Context: an optimization exercise on an open-source flow, tuned for small area, a short achievable clock period and few clock cycles per item. The choices shown serve that exercise and are no tape-out recipe. In this exercise RTL edits were held to simulation tests only and were not proved equivalent to the original. Power and IR drop assume default switching activity.

==> inputs of trial 87 <==
## miss_handler
module miss_handler (
    input  logic                         clk_i,
    input  logic                         rst_ni,
    input  logic                         alloc_valid_i,
    input  logic [38:0]                  alloc_i,
    output logic                         alloc_ready_o,
    output logic                         mshr_full_o,
    output logic                         mem_req_valid_o,
    output logic [27:0]                  mem_req_o,
    input  logic                         mem_req_ready_i,
    input  logic                         mem_resp_valid_i,
    input  logic [67:0]                  mem_resp_i,
    output logic                         mem_resp_ready_o,
    output logic                         refill_req_o,
    input  logic                         refill_gnt_i,
    output logic                         refill_wr_valid_o,
    output logic [73:0]                  refill_wr_o,
    output logic                         dir_wr_valid_o,
    output logic [28:0]                  dir_wr_o,
    output logic                         core_rsp_valid_o,
    output logic [72:0]                  core_rsp_o,
    input  logic [miss_pkg::NLINE_W-1:0] check_nline_i,
    output logic                         check_hit_o,
    output logic                         mshr_empty_o
);
==> module miss_handler, before the edit <==
module miss_handler (
    input  logic                         clk_i,
    input  logic                         rst_ni,
    input  logic                         alloc_valid_i,
    input  logic [38:0]                  alloc_i,
    output logic                         alloc_ready_o,
    output logic                         mshr_full_o,
    output logic                         mem_req_valid_o,
    output logic [27:0]                  mem_req_o,
    input  logic                         mem_req_ready_i,
    input  logic                         mem_resp_valid_i,
    input  logic [67:0]                  mem_resp_i,
    output logic                         mem_resp_ready_o,
    output logic                         refill_req_o,
    input  logic                         refill_gnt_i,
    output logic                         refill_wr_valid_o,
    output logic [73:0]                  refill_wr_o,
    output logic                         dir_wr_valid_o,
    output logic [28:0]                  dir_wr_o,
    output logic                         core_rsp_valid_o,
    output logic [72:0]                  core_rsp_o,
    input  logic [miss_pkg::NLINE_W-1:0] check_nline_i,
    output logic                         check_hit_o,
    output logic                         mshr_empty_o
);
    localparam int N = miss_pkg::MSHR_N;
    miss_pkg::miss_alloc_t alloc_s;
    miss_pkg::mem_resp_t   resp_s;
    miss_pkg::refill_wr_t  wr_s;
    miss_pkg::dir_entry_t  dir_s;
    miss_pkg::core_rsp_t   rsp_s;
    assign alloc_s = alloc_i;
    assign resp_s  = mem_resp_i;
    logic [N-1:0]                  valid_q;
    logic [miss_pkg::NLINE_W-1:0]  nline_q [N];
    logic [miss_pkg::WAY_W-1:0]    way_q   [N];
    logic [miss_pkg::BEAT_W-1:0]   word_q  [N];
    logic [miss_pkg::ID_W-1:0]     sid_q   [N];
    logic [miss_pkg::ID_W-1:0]     tid_q   [N];
    logic [N-1:0]                  rsp_q;
    logic [miss_pkg::MSHR_W-1:0]   idx_q, idx_d;
    logic [N-1:0]                  valid_d;
    logic                          take, ret;
    logic [miss_pkg::MSHR_W-1:0]   rid;
    assign mshr_full_o  = &valid_q;
    assign mshr_empty_o = ~|valid_q;
    assign alloc_ready_o   = mem_req_ready_i && !mshr_full_o;
    assign mem_req_valid_o = alloc_valid_i && !mshr_full_o;
    assign mem_req_o       = {alloc_s.nline, idx_q};
    assign take            = alloc_valid_i && alloc_ready_o;
    always_comb begin
        check_hit_o = 1'b0;
        for (int i = 0; i < N; i++) begin
            if (valid_q[i] && (nline_q[i] == check_nline_i)) begin
                check_hit_o = 1'b1;
            end
        end
    end
    always_comb begin
        valid_d = valid_q;
        if (ret) begin
            valid_d[rid] = 1'b0;
        end
        if (take) begin
            valid_d[idx_q] = 1'b1;
        end
    end
    always_comb begin
        idx_d = idx_q;
        if (!(mem_req_valid_o && !mem_req_ready_i)) begin
            idx_d = '0;
            for (int i = N - 1; i >= 0; i--) begin
                if (!valid_d[i]) begin
                    idx_d = miss_pkg::MSHR_W'(i);
                end
            end
        end
    end
    always_ff @(posedge clk_i or negedge rst_ni) begin
        if (!rst_ni) begin
            valid_q <= '0;
            idx_q   <= '0;
        end else begin
            valid_q <= valid_d;
            idx_q   <= idx_d;
        end
    end
    always_ff @(posedge clk_i) begin
        for (int i = 0; i < N; i++) begin
            if (take && idx_q == miss_pkg::MSHR_W'(i)) begin
                nline_q[i] <= alloc_s.nline;
                way_q[i]   <= alloc_s.way;
                word_q[i]  <= alloc_s.word;
                sid_q[i]   <= alloc_s.sid;
                tid_q[i]   <= alloc_s.tid;
                rsp_q[i]   <= alloc_s.need_rsp;
            end
        end
    end
    logic [miss_pkg::BEAT_W-1:0] cnt_q;
    logic                        mid, fire;
    assign mid              = (cnt_q != '0);
    assign refill_req_o     = mem_resp_valid_i && !mid;
    assign mem_resp_ready_o = mid || refill_gnt_i;
    assign fire             = mem_resp_valid_i && mem_resp_ready_o;
    assign rid              = resp_s.id;
    assign ret              = fire && (cnt_q == miss_pkg::BEAT_W'(miss_pkg::BEATS - 1));
    always_ff @(posedge clk_i or negedge rst_ni) begin
        if (!rst_ni) begin
            cnt_q <= '0;
        end else if (fire) begin
            cnt_q <= cnt_q + 1'b1;
        end
    end
    assign refill_wr_valid_o = fire && !resp_s.error;
    assign wr_s.set  = nline_q[rid][miss_pkg::SET_W-1:0];
    assign wr_s.way  = way_q[rid];
    assign wr_s.beat = cnt_q;
    assign wr_s.data = resp_s.data;
    assign refill_wr_o = wr_s;
    assign dir_wr_valid_o = ret;
    assign dir_s.set   = nline_q[rid][miss_pkg::SET_W-1:0];
    assign dir_s.way   = way_q[rid];
    assign dir_s.valid = !resp_s.error;
    assign dir_s.tag   = nline_q[rid][miss_pkg::NLINE_W-1 -: miss_pkg::TAG_W];
    assign dir_wr_o    = dir_s;
    assign core_rsp_valid_o = fire && rsp_q[rid] && (cnt_q == word_q[rid]);
    assign rsp_s.data  = resp_s.data;
    assign rsp_s.sid   = sid_q[rid];
    assign rsp_s.tid   = tid_q[rid];
    assign rsp_s.error = resp_s.error;
    assign core_rsp_o  = rsp_s;
endmodule
clock: 4.5 ns
lec_check: 0
abc_clock_period_in_ps: 2000
cap_margin: 20
core_margin: 2
core_utilization: 40
setup_slack_margin: 1.5
slew_margin: 20
run.sh (not shown) runs the stock make flow with config.mk's settings and CLKGATE_MAP_FILE= SYNTH_SCRIPT=/design/flow/synth_recipe.tcl, a recipe that flattens the netlist after the stock synthesis.
==> inputs of trial 32, as changes to trial 87 <==
--- a/flow/design.v
+++ b/flow/design.v
@@ -186,7 +186,11 @@
     assign dir_s.valid = !resp_s.error;
     assign dir_s.tag   = nline_q[rid][miss_pkg::NLINE_W-1 -: miss_pkg::TAG_W];
     assign dir_wr_o    = dir_s;
-    assign core_rsp_valid_o = fire && rsp_q[rid] && (cnt_q == word_q[rid]);
+    logic [N-1:0] word_now;
+    for (genvar g = 0; g < N; g++) begin : g_word
+        assign word_now[g] = rsp_q[g] && (word_q[g] == cnt_q);
+    end
+    assign core_rsp_valid_o = fire && word_now[rid];
     assign rsp_s.data  = resp_s.data;
     assign rsp_s.sid   = sid_q[rid];
     assign rsp_s.tid   = tid_q[rid];
==> flow/flow/run.sh (new file) <==
#!/bin/bash
# Standard synthesis, then its combinational logic re-mapped by ABC without the
# slow 4-input mux/NOR/OR cells (flip-flops untouched), then the standard layout
# from that netlist, with plain buffers on the ports, delay cells kept out of
# repair and sizing not held to each cell's footprint.
set -euo pipefail
cat >> config.mk <<'MK'
export BUFFER_PORTS_ARGS = -buffer_cell sky130_fd_sc_hd__buf_2
export DONT_USE_CELLS = sky130_fd_sc_hd__clkdlybuf4s15_1 sky130_fd_sc_hd__clkdlybuf4s15_2 sky130_fd_sc_hd__clkdlybuf4s18_1 sky130_fd_sc_hd__clkdlybuf4s18_2 sky130_fd_sc_hd__clkdlybuf4s25_1 sky130_fd_sc_hd__clkdlybuf4s25_2 sky130_fd_sc_hd__clkdlybuf4s50_1 sky130_fd_sc_hd__clkdlybuf4s50_2 sky130_fd_sc_hd__dlygate4sd1_1 sky130_fd_sc_hd__dlygate4sd2_1 sky130_fd_sc_hd__dlygate4sd3_1 sky130_fd_sc_hd__dlymetal6s2s_1 sky130_fd_sc_hd__dlymetal6s4s_1 sky130_fd_sc_hd__dlymetal6s6s_1
export CTS_ARGS = -sink_clustering_enable -repair_clock_nets -buf_list sky130_fd_sc_hd__clkbuf_8 -dont_use_dummy_load
MK
bash standard.sh synth > standard_synth.log 2>&1
R=orfs/results/$FLOW_PLATFORM/miss_handler/base
LIB=$FLOW_HOME/platforms/$FLOW_PLATFORM/lib/sky130_fd_sc_hd__tt_025C_1v80.lib
YOSYS=$FLOW_HOME/../tools/install/yosys/bin/yosys
[ -x "$YOSYS" ] || YOSYS=yosys
cp $R/1_2_yosys.v $R/1_2_yosys_standard.v
printf 'set_driving_cell sky130_fd_sc_hd__buf_1\nset_load 5\n' > abc_remap.constr
sed -e "s#{LIB}#$LIB#g" -e "s#{NET_IN}#$R/1_2_yosys_standard.v#" -e "s#{NET_OUT}#$R/1_2_yosys.v#" \
    -e "s#{TOP}#$FLOW_TOP#g" -e "s#{SCRIPT}#$FLOW_HOME/scripts/abc_speed.script#" \
    -e "s#{CONSTR}#abc_remap.constr#" flow/remap.ys > remap_run.ys
"$YOSYS" -l remap.log remap_run.ys > /dev/null 2>&1
touch $R/1_2_yosys.v
bash standard.sh MATCH_CELL_FOOTPRINT=0 finish > standard.log 2>&1
==> flow/flow/remap.ys (new file) <==
# Re-map the combinational logic of the standard synthesis with ORFS's ABC speed
# script, without the slow 4-input NOR and OR cells.
# The flip-flops stay as the standard synthesis made them (same cells, same names).
read_liberty -ignore_miss_func {LIB}
read_verilog {NET_IN}
hierarchy -top {TOP}
blackbox *__df* *__edf*
flatten -noscopeinfo
hierarchy -top {TOP}
opt -purge
abc -script {SCRIPT} -liberty {LIB} -constr {CONSTR} -dont_use *lpflow* -dont_use *probe* -dont_use *dlygate* -dont_use *clkdlybuf* -dont_use *dlymetal* -dont_use sky130_fd_sc_hd__nor4_1 -dont_use sky130_fd_sc_hd__nor4_2 -dont_use sky130_fd_sc_hd__nor4_4 -dont_use sky130_fd_sc_hd__nor4b_1 -dont_use sky130_fd_sc_hd__nor4b_2 -dont_use sky130_fd_sc_hd__nor4b_4 -dont_use sky130_fd_sc_hd__nor4bb_1 -dont_use sky130_fd_sc_hd__nor4bb_2 -dont_use sky130_fd_sc_hd__nor4bb_4 -dont_use sky130_fd_sc_hd__or4_1 -dont_use sky130_fd_sc_hd__or4_2 -dont_use sky130_fd_sc_hd__or4_4 -dont_use sky130_fd_sc_hd__or4b_1 -dont_use sky130_fd_sc_hd__or4b_2 -dont_use sky130_fd_sc_hd__or4b_4 -dont_use sky130_fd_sc_hd__or4bb_1 -dont_use sky130_fd_sc_hd__or4bb_2 -dont_use sky130_fd_sc_hd__or4bb_4 -D 4.5
opt_clean -purge
read_liberty -lib -ignore_redef {LIB}
hilomap -singleton -hicell sky130_fd_sc_hd__conb_1 HI -locell sky130_fd_sc_hd__conb_1 LO
insbuf -buf sky130_fd_sc_hd__buf_4 A X
check -assert -mapped
stat -liberty {LIB}
write_verilog -noattr -nohex -nodec {NET_OUT}
==> flow/standard.sh (new file) <==
#!/bin/bash
# synth_recipe.tcl (not shown) runs the flow's synth.tcl, then flattens the netlist and writes it again
# the make line also repeats each setting of config.mk as NAME=value (left out here)
make -C /OpenROAD-flow-scripts/flow DESIGN_CONFIG=/design/flow/config.mk WORK_HOME=/design/flow/orfs CLKGATE_MAP_FILE= SYNTH_SCRIPT=/design/flow/synth_recipe.tcl "${@:-finish}"
Settings changed: ABC_CLOCK_PERIOD_IN_PS 2000 to not set, BUFFER_PORTS_ARGS set to -buffer_cell sky130_fd_sc_hd__buf_2, CORE_UTILIZATION 40 to 70, CTS_ARGS set to -sink_clustering_enable -repair_clock_nets -buf_list sky130_fd_sc_hd__clkbuf_8 -dont_use_dummy_load, CTS_BUF_LIST set to sky130_fd_sc_hd__clkbuf_8, DONT_USE_CELLS set to sky130_fd_sc_hd__clkdlybuf4s15_1 sky130_fd_sc_hd__clkdlybuf4s15_2 sky130_fd_sc_hd__clkdlybuf4s18_1 sky130_fd_sc_hd__clkdlybuf4s18_2 sky130_fd_sc_hd__clkdlybuf4s25_1 sky130_fd_sc_hd__clkdlybuf4s25_2 sky130_fd_sc_hd__clkdlybuf4s50_1 sky130_fd_sc_hd__clkdlybuf4s50_2 sky130_fd_sc_hd__dlygate4sd1_1 sky130_fd_sc_hd__dlygate4sd2_1 sky130_fd_sc_hd__dlygate4sd3_1 sky130_fd_sc_hd__dlymetal6s2s_1 sky130_fd_sc_hd__dlymetal6s4s_1 sky130_fd_sc_hd__dlymetal6s6s_1, PLACE_DENSITY set to 0.8.
removed: flow/run.sh
==> inputs of build 94, as changes to trial 87 <==
--- a/flow/design.v
+++ b/flow/design.v
@@ -186,7 +186,11 @@
     assign dir_s.valid = !resp_s.error;
     assign dir_s.tag   = nline_q[rid][miss_pkg::NLINE_W-1 -: miss_pkg::TAG_W];
     assign dir_wr_o    = dir_s;
-    assign core_rsp_valid_o = fire && rsp_q[rid] && (cnt_q == word_q[rid]);
+    logic [N-1:0] word_now;
+    for (genvar g = 0; g < N; g++) begin : g_word
+        assign word_now[g] = rsp_q[g] && (word_q[g] == cnt_q);
+    end
+    assign core_rsp_valid_o = fire && word_now[rid];
     assign rsp_s.data  = resp_s.data;
     assign rsp_s.sid   = sid_q[rid];
     assign rsp_s.tid   = tid_q[rid];
==> flow/flow/run.sh (new file) <==
#!/bin/bash
# Standard synthesis, then its combinational logic re-mapped by ABC without the
# slow 4-input mux/NOR/OR cells (flip-flops untouched), then the standard layout
# from that netlist, with plain buffers on the ports, delay cells kept out of
# repair and sizing not held to each cell's footprint.
set -euo pipefail
cat >> config.mk <<'MK'
export BUFFER_PORTS_ARGS = -buffer_cell sky130_fd_sc_hd__buf_1
export DONT_USE_CELLS = sky130_fd_sc_hd__clkdlybuf4s15_1 sky130_fd_sc_hd__clkdlybuf4s15_2 sky130_fd_sc_hd__clkdlybuf4s18_1 sky130_fd_sc_hd__clkdlybuf4s18_2 sky130_fd_sc_hd__clkdlybuf4s25_1 sky130_fd_sc_hd__clkdlybuf4s25_2 sky130_fd_sc_hd__clkdlybuf4s50_1 sky130_fd_sc_hd__clkdlybuf4s50_2 sky130_fd_sc_hd__dlygate4sd1_1 sky130_fd_sc_hd__dlygate4sd2_1 sky130_fd_sc_hd__dlygate4sd3_1 sky130_fd_sc_hd__dlymetal6s2s_1 sky130_fd_sc_hd__dlymetal6s4s_1 sky130_fd_sc_hd__dlymetal6s6s_1
MK
bash standard.sh synth > standard_synth.log 2>&1
R=orfs/results/$FLOW_PLATFORM/miss_handler/base
LIB=$FLOW_HOME/platforms/$FLOW_PLATFORM/lib/sky130_fd_sc_hd__tt_025C_1v80.lib
YOSYS=$FLOW_HOME/../tools/install/yosys/bin/yosys
[ -x "$YOSYS" ] || YOSYS=yosys
cp $R/1_2_yosys.v $R/1_2_yosys_standard.v
printf 'set_driving_cell sky130_fd_sc_hd__buf_1\nset_load 5\n' > abc_remap.constr
sed -e "s#{LIB}#$LIB#g" -e "s#{NET_IN}#$R/1_2_yosys_standard.v#" -e "s#{NET_OUT}#$R/1_2_yosys.v#" \
    -e "s#{TOP}#$FLOW_TOP#g" -e "s#{SCRIPT}#$FLOW_HOME/scripts/abc_speed.script#" \
    -e "s#{CONSTR}#abc_remap.constr#" flow/remap.ys > remap_run.ys
"$YOSYS" -l remap.log remap_run.ys > /dev/null 2>&1
touch $R/1_2_yosys.v
bash standard.sh MATCH_CELL_FOOTPRINT=0 finish > standard.log 2>&1
==> flow/flow/remap.ys (new file) <==
# Re-map the combinational logic of the standard synthesis with ORFS's ABC speed
# script, without the slow 4-input mux, NOR and OR cells.
# The flip-flops stay as the standard synthesis made them (same cells, same names).
read_liberty -ignore_miss_func {LIB}
read_verilog {NET_IN}
hierarchy -top {TOP}
blackbox *__df* *__edf*
flatten -noscopeinfo
hierarchy -top {TOP}
opt -purge
abc -script {SCRIPT} -liberty {LIB} -constr {CONSTR} -dont_use *lpflow* -dont_use *probe* -dont_use *dlygate* -dont_use *clkdlybuf* -dont_use *dlymetal* -dont_use sky130_fd_sc_hd__mux4_1 -dont_use sky130_fd_sc_hd__mux4_2 -dont_use sky130_fd_sc_hd__mux4_4 -dont_use sky130_fd_sc_hd__nor4_1 -dont_use sky130_fd_sc_hd__nor4_2 -dont_use sky130_fd_sc_hd__nor4_4 -dont_use sky130_fd_sc_hd__nor4b_1 -dont_use sky130_fd_sc_hd__nor4b_2 -dont_use sky130_fd_sc_hd__nor4b_4 -dont_use sky130_fd_sc_hd__nor4bb_1 -dont_use sky130_fd_sc_hd__nor4bb_2 -dont_use sky130_fd_sc_hd__nor4bb_4 -dont_use sky130_fd_sc_hd__or4_1 -dont_use sky130_fd_sc_hd__or4_2 -dont_use sky130_fd_sc_hd__or4_4 -dont_use sky130_fd_sc_hd__or4b_1 -dont_use sky130_fd_sc_hd__or4b_2 -dont_use sky130_fd_sc_hd__or4b_4 -dont_use sky130_fd_sc_hd__or4bb_1 -dont_use sky130_fd_sc_hd__or4bb_2 -dont_use sky130_fd_sc_hd__or4bb_4 -D 4.5
opt_clean -purge
read_liberty -lib -ignore_redef {LIB}
hilomap -singleton -hicell sky130_fd_sc_hd__conb_1 HI -locell sky130_fd_sc_hd__conb_1 LO
insbuf -buf sky130_fd_sc_hd__buf_4 A X
check -assert -mapped
stat -liberty {LIB}
write_verilog -noattr -nohex -nodec {NET_OUT}
==> flow/standard.sh (new file) <==
#!/bin/bash
# synth_recipe.tcl (not shown) runs the flow's synth.tcl, then flattens the netlist and writes it again
# the make line also repeats each setting of config.mk as NAME=value (left out here)
make -C /OpenROAD-flow-scripts/flow DESIGN_CONFIG=/design/flow/config.mk WORK_HOME=/design/flow/orfs CLKGATE_MAP_FILE= SYNTH_SCRIPT=/design/flow/synth_recipe.tcl "${@:-finish}"
Settings changed: ABC_CLOCK_PERIOD_IN_PS 2000 to not set, BUFFER_PORTS_ARGS set to -buffer_cell sky130_fd_sc_hd__buf_1, CORE_UTILIZATION 40 to 70, CTS_BUF_LIST set to sky130_fd_sc_hd__clkbuf_8, DONT_USE_CELLS set to sky130_fd_sc_hd__clkdlybuf4s15_1 sky130_fd_sc_hd__clkdlybuf4s15_2 sky130_fd_sc_hd__clkdlybuf4s18_1 sky130_fd_sc_hd__clkdlybuf4s18_2 sky130_fd_sc_hd__clkdlybuf4s25_1 sky130_fd_sc_hd__clkdlybuf4s25_2 sky130_fd_sc_hd__clkdlybuf4s50_1 sky130_fd_sc_hd__clkdlybuf4s50_2 sky130_fd_sc_hd__dlygate4sd1_1 sky130_fd_sc_hd__dlygate4sd2_1 sky130_fd_sc_hd__dlygate4sd3_1 sky130_fd_sc_hd__dlymetal6s2s_1 sky130_fd_sc_hd__dlymetal6s4s_1 sky130_fd_sc_hd__dlymetal6s6s_1, PLACE_DENSITY set to 0.8.
removed: flow/run.sh
==> inputs of build 86, as changes to trial 87 <==
Settings changed: ABC_CLOCK_PERIOD_IN_PS 2000 to not set, SETUP_SLACK_MARGIN 1.5 to not set.
==> comparison table <==
metric	trial 87	build 94	trial 32	build 86
RR Startpoint	valid_q[1]	valid_q[3]	valid_q[0]	valid_q[3]
Post-route worst setup slack	1450 ps	1490 ps	1540 ps	467 ps
Cell at the root of the clock tree	sky130_fd_sc_hd__clkbuf_16	sky130_fd_sc_hd__clkbuf_8	sky130_fd_sc_hd__clkbuf_8	sky130_fd_sc_hd__clkbuf_16
Post-route fraction of the period consumed by the critical path	67.8%	66.9%	65.8%	89.6%
Result of the run	complete, no violations	complete, no violations	complete, no violations	complete, no violations
Cells resized by post-CTS repair	161	28	11	0
Clock Power	1.30 mW	1.03 mW	0.767 mW	1.34 mW
Final std cell area, no fill	10200 µm²	9040 µm²	8740 µm²	9790 µm²
GP Congestion	0.846	0.943	0.918	0.845
Filler-free cell count of the finished design	879	891	773	870
Arrival time worst endpoint	2150 ps	2110 ps	2060 ps	3130 ps
Peak VDD IR	208 µV	272 µV	300 µV	258 µV
Drt first pass iters	5	5	7	5
M3 GR Usage	9.45%	24.9%	24.4%	10.6%
Fraction of area in registers	47.7%	54.0%	55.9%	49.9%
Reg-to-Reg End	nline_q[1][17]	way_q[0][1]	nline_q[0][7]	nline_q[1][22]
Clock tree buffer count of the final layout	18	17	17	19
Via count	4652	5528	4829	4580
Testbench counts of trial 87, summed over its fixed seeds: cycles 9,977, items 2,400.
Testbench counts of trial 32, summed over its fixed seeds: cycles 9,977, items 2,400.
Testbench counts of build 94, summed over its fixed seeds: cycles 9,977, items 2,400.
Testbench counts of build 86, summed over its fixed seeds: cycles 9,977, items 2,400.

==> afterwards: timing with drivers on the ports <==
Ports are ideal in the flow. The routed layouts listed here were re-timed in OpenROAD. Step 1 (the two cells are an assumption about what drives the block):
set clk [get_ports {clk_i}]
set_driving_cell -lib_cell sky130_fd_sc_hd__clkbuf_16 $clk
set_driving_cell -lib_cell sky130_fd_sc_hd__buf_2 [delete_from_list [all_inputs] $clk]
Step 2 also shifts input and output timing later by t, the mid clock arrival at the registers, as if the neighbouring blocks saw the same clock. Slacks: ideal ports / drivers / drivers and shift; pairs: ideal ports / drivers.
run | t, ns | setup WS [ns] | slew at the worst register clock pin (ns) | pins driven straight from the clock port
trial 87 | 0.462 | 1.451 / 1.406 / 1.406 | 0.06 / 0.06 | 1
trial 32 | 0.475 | 1.538 / 1.457 / 1.457 | 0.09 / 0.09 | 1
build 94 | 0.478 | 1.488 / 1.439 / 1.439 | 0.10 / 0.10 | 1
build 86 | 0.462 | 0.467 / 0.443 / 0.443 | 0.07 / 0.07 | 1
After both steps setup and hold are still met in every run listed. The setup slack of trial 32, which loses most, moves by -0.081 ns with the drivers and by -0.081 ns with both steps.
